Background: an optimization exercise with open tools, aiming at small area, a short achievable clock period and few clock cycles per item. Do not read the settings as production practice.
The RTL was checked by simulation tests, not by an equivalence proof against the original design.
Power is estimated from default activity; no workload was simulated.

## job 101
==> flow/design.v (excerpt) <==
module nearest_symbol_at_or_below #(
  parameter int unsigned TABLE_DEPTH = nsab_pkg::TABLE_DEPTH_DEF
) (
  input  wire logic                            clk,
  input  wire logic                            rst,
  input  wire logic                            s_tvalid,
  output logic                                 s_tready,
  input  wire logic [nsab_pkg::IN_DATA_W-1:0]  s_tdata,
  input  wire logic [nsab_pkg::IN_USER_W-1:0]  s_tuser,
  output logic                                 m_tvalid,
  input  wire logic                            m_tready,
  output logic      [nsab_pkg::OUT_DATA_W-1:0] m_tdata
);
==> module nsab_ram, before the edit <==
module nsab_ram #(
  parameter int unsigned DEPTH = 64
) (
  input  wire logic                              clk,
  input  wire logic                              rst,
  input  wire logic                              ins,       
  input  wire logic                              clr,       
  input  wire logic [nsab_pkg::ADDR_VAL_W-1:0]   x,         
  output logic                                   full,
  output logic [DEPTH-1:0]                       hit,
  output logic                                   found,
  input  wire logic [DEPTH-1:0]                  rd_sel,
  output logic [nsab_pkg::ENTRY_W-1:0]           rd_data
);
  localparam int unsigned VAL_W = nsab_pkg::ADDR_VAL_W;
  localparam int unsigned NUM_W = nsab_pkg::SYM_NUM_W;
  localparam int unsigned ENT_W = nsab_pkg::ENTRY_W;
  logic [VAL_W-1:0] val [DEPTH];
  logic [NUM_W-1:0] num [DEPTH];
  logic [DEPTH-1:0] valid;
  logic [NUM_W:0]   count;
  logic [DEPTH:0]   gt;
  assign full = count[NUM_W];
  function automatic logic gt16(input logic [VAL_W-1:0] a, input logic [VAL_W-1:0] b);
    logic [VAL_W-1:0] g, l;
    g = a & ~b;
    l = ~a & b;
    for (int w = 1; w < VAL_W; w = w * 2) begin
      for (int k = 0; k + w < VAL_W; k = k + 2 * w) begin
        g[k] = g[k+w] | (~l[k+w] & g[k]);
        l[k] = l[k+w] | (~g[k+w] & l[k]);
      end
    end
    gt16 = g[0];
  endfunction
  always_comb begin
    for (int i = 0; i < DEPTH; i++) begin
      gt[i] = ~valid[i] | gt16(val[i], x);
    end
    gt[DEPTH] = 1'b1;
    for (int i = 0; i < DEPTH; i++) begin
      hit[i] = ~gt[i] & gt[i+1];
    end
  end
  assign found = ~gt[0];
  always_ff @(posedge clk) begin
    for (int i = 0; i < DEPTH; i++) begin
      if (ins && gt[i]) begin
        if (i > 0 && gt[(i > 0) ? i-1 : 0]) begin
          val[i] <= val[(i > 0) ? i-1 : 0];
          num[i] <= num[(i > 0) ? i-1 : 0];
        end else begin
          val[i] <= x;
          num[i] <= count[NUM_W-1:0];
        end
      end
    end
  end
  always_ff @(posedge clk) begin
    if (rst || clr) begin
      count <= '0;
    end else if (ins) begin
      count <= count + (NUM_W+1)'(1);
    end
  end
  always_comb begin
    for (int i = 0; i < DEPTH; i++) begin
      valid[i] = (count > (NUM_W+1)'(i));
    end
  end
  always_comb begin
    rd_data = '0;
    for (int i = 0; i < DEPTH; i++) begin
      rd_data = rd_data | ({ENT_W{rd_sel[i]}} & {val[i], num[i]});
    end
  end
endmodule
==> flow/config.mk <==
export PLATFORM = sky130hd
export DESIGN_NAME = nearest_symbol_at_or_below
export DESIGN_NICKNAME = nearest_symbol_at_or_below
export VERILOG_FILES = /design/flow/design.v
export SDC_FILE = /design/flow/constraint.sdc
export NUM_CORES = 4
export LEC_CHECK = 0
export CAP_MARGIN = 20
export CORE_MARGIN = 2
export CORE_UTILIZATION = 40
export SLEW_MARGIN = 20
export TNS_END_PERCENT = 10
==> flow/constraint.sdc <==
create_clock -name core_clock -period 10.0 [get_ports {clk}]
set_input_delay 2.0000 -clock core_clock [delete_from_list [all_inputs] [get_ports {clk}]]
set_output_delay 2.0000 -clock core_clock [all_outputs]
set_load 0.01 [all_outputs]
standard.sh (not shown) runs the stock make flow with config.mk's settings and CLKGATE_MAP_FILE= SYNTH_SCRIPT=/design/flow/synth_recipe.tcl, a recipe that flattens the netlist after the stock synthesis.
==> flow/flow/run.sh <==
#!/bin/bash
set -euo pipefail
bash standard.sh \
  SETUP_SLACK_MARGIN=6.2 \
  REMOVE_ABC_BUFFERS=1 \
  "CTS_ARGS=-sink_clustering_enable -repair_clock_nets -dont_use_dummy_load" \
  finish > make_finish.log 2>&1
Testbench counts of job 101, summed over its fixed seeds: cycles 7,224, items 7,200.
The inputs of job 102 differ from those of job 101 as listed below.
--- a/flow/design.v
+++ b/flow/design.v
@@ -51,9 +51,9 @@
     gt16 = g[0];
   endfunction
   always_comb begin
     for (int i = 0; i < DEPTH; i++) begin
-      gt[i] = ~valid[i] | gt16(val[i], x);
+      gt[i] = ~valid[i] | (val[i] > x);
     end
     gt[DEPTH] = 1'b1;
     for (int i = 0; i < DEPTH; i++) begin
       hit[i] = ~gt[i] & gt[i+1];
### Flow results
- Compared with job 101, in job 102 total met3 wirelength after detailed routing rose by about 16%; sum of internal, switching and leakage power stayed essentially flat; maximum cell stage delay along the critical path rose by 510 ps.
- Sequential cell area share for job 102: 0.40 points up relative to job 101
- Compared to job 101, job 102 was floorplanned on a bigger die.
- Going from job 101 to job 102, multi-input combinational area share grew by 5.1 points; total buffers and inverters traversed by the critical path went down.
Testbench counts of job 102, summed over its fixed seeds: cycles 7,224, items 7,200.

==> static timing again, ports no longer ideal <==
The flow's constraints put no driver on any port. The routed layouts listed below were extracted and timed again, unchanged, in two steps.
Step 1: set_driving_cell puts a clkbuf_16 on clk and a buf_2 on each other input, an assumption about the parent block.
Step 2 times the ports against the registers' clock, not the clock port: input delays grow and output delays shrink by t, the midpoint of the rising clock arrivals with the driver on.
Three values: ideal ports, drivers, drivers and shift; two values: the first two.
| run | t, ns | setup WS [ns] | hold WS [ns] | latest minus earliest clock arrival (ns) | cell pins on the clock port's net |
|---|---|---|---|---|---|
| job 101 | 0.936 | 5.420 / 5.420 / 5.420 | 0.330 / 0.330 / 0.330 | 0.072 / 0.072 | 1 |
| job 102 | 1.002 | 5.499 / 5.499 / 5.499 | 0.333 / 0.333 / 0.333 | 0.106 / 0.105 | 1 |
After both steps every run listed still meets setup and hold.
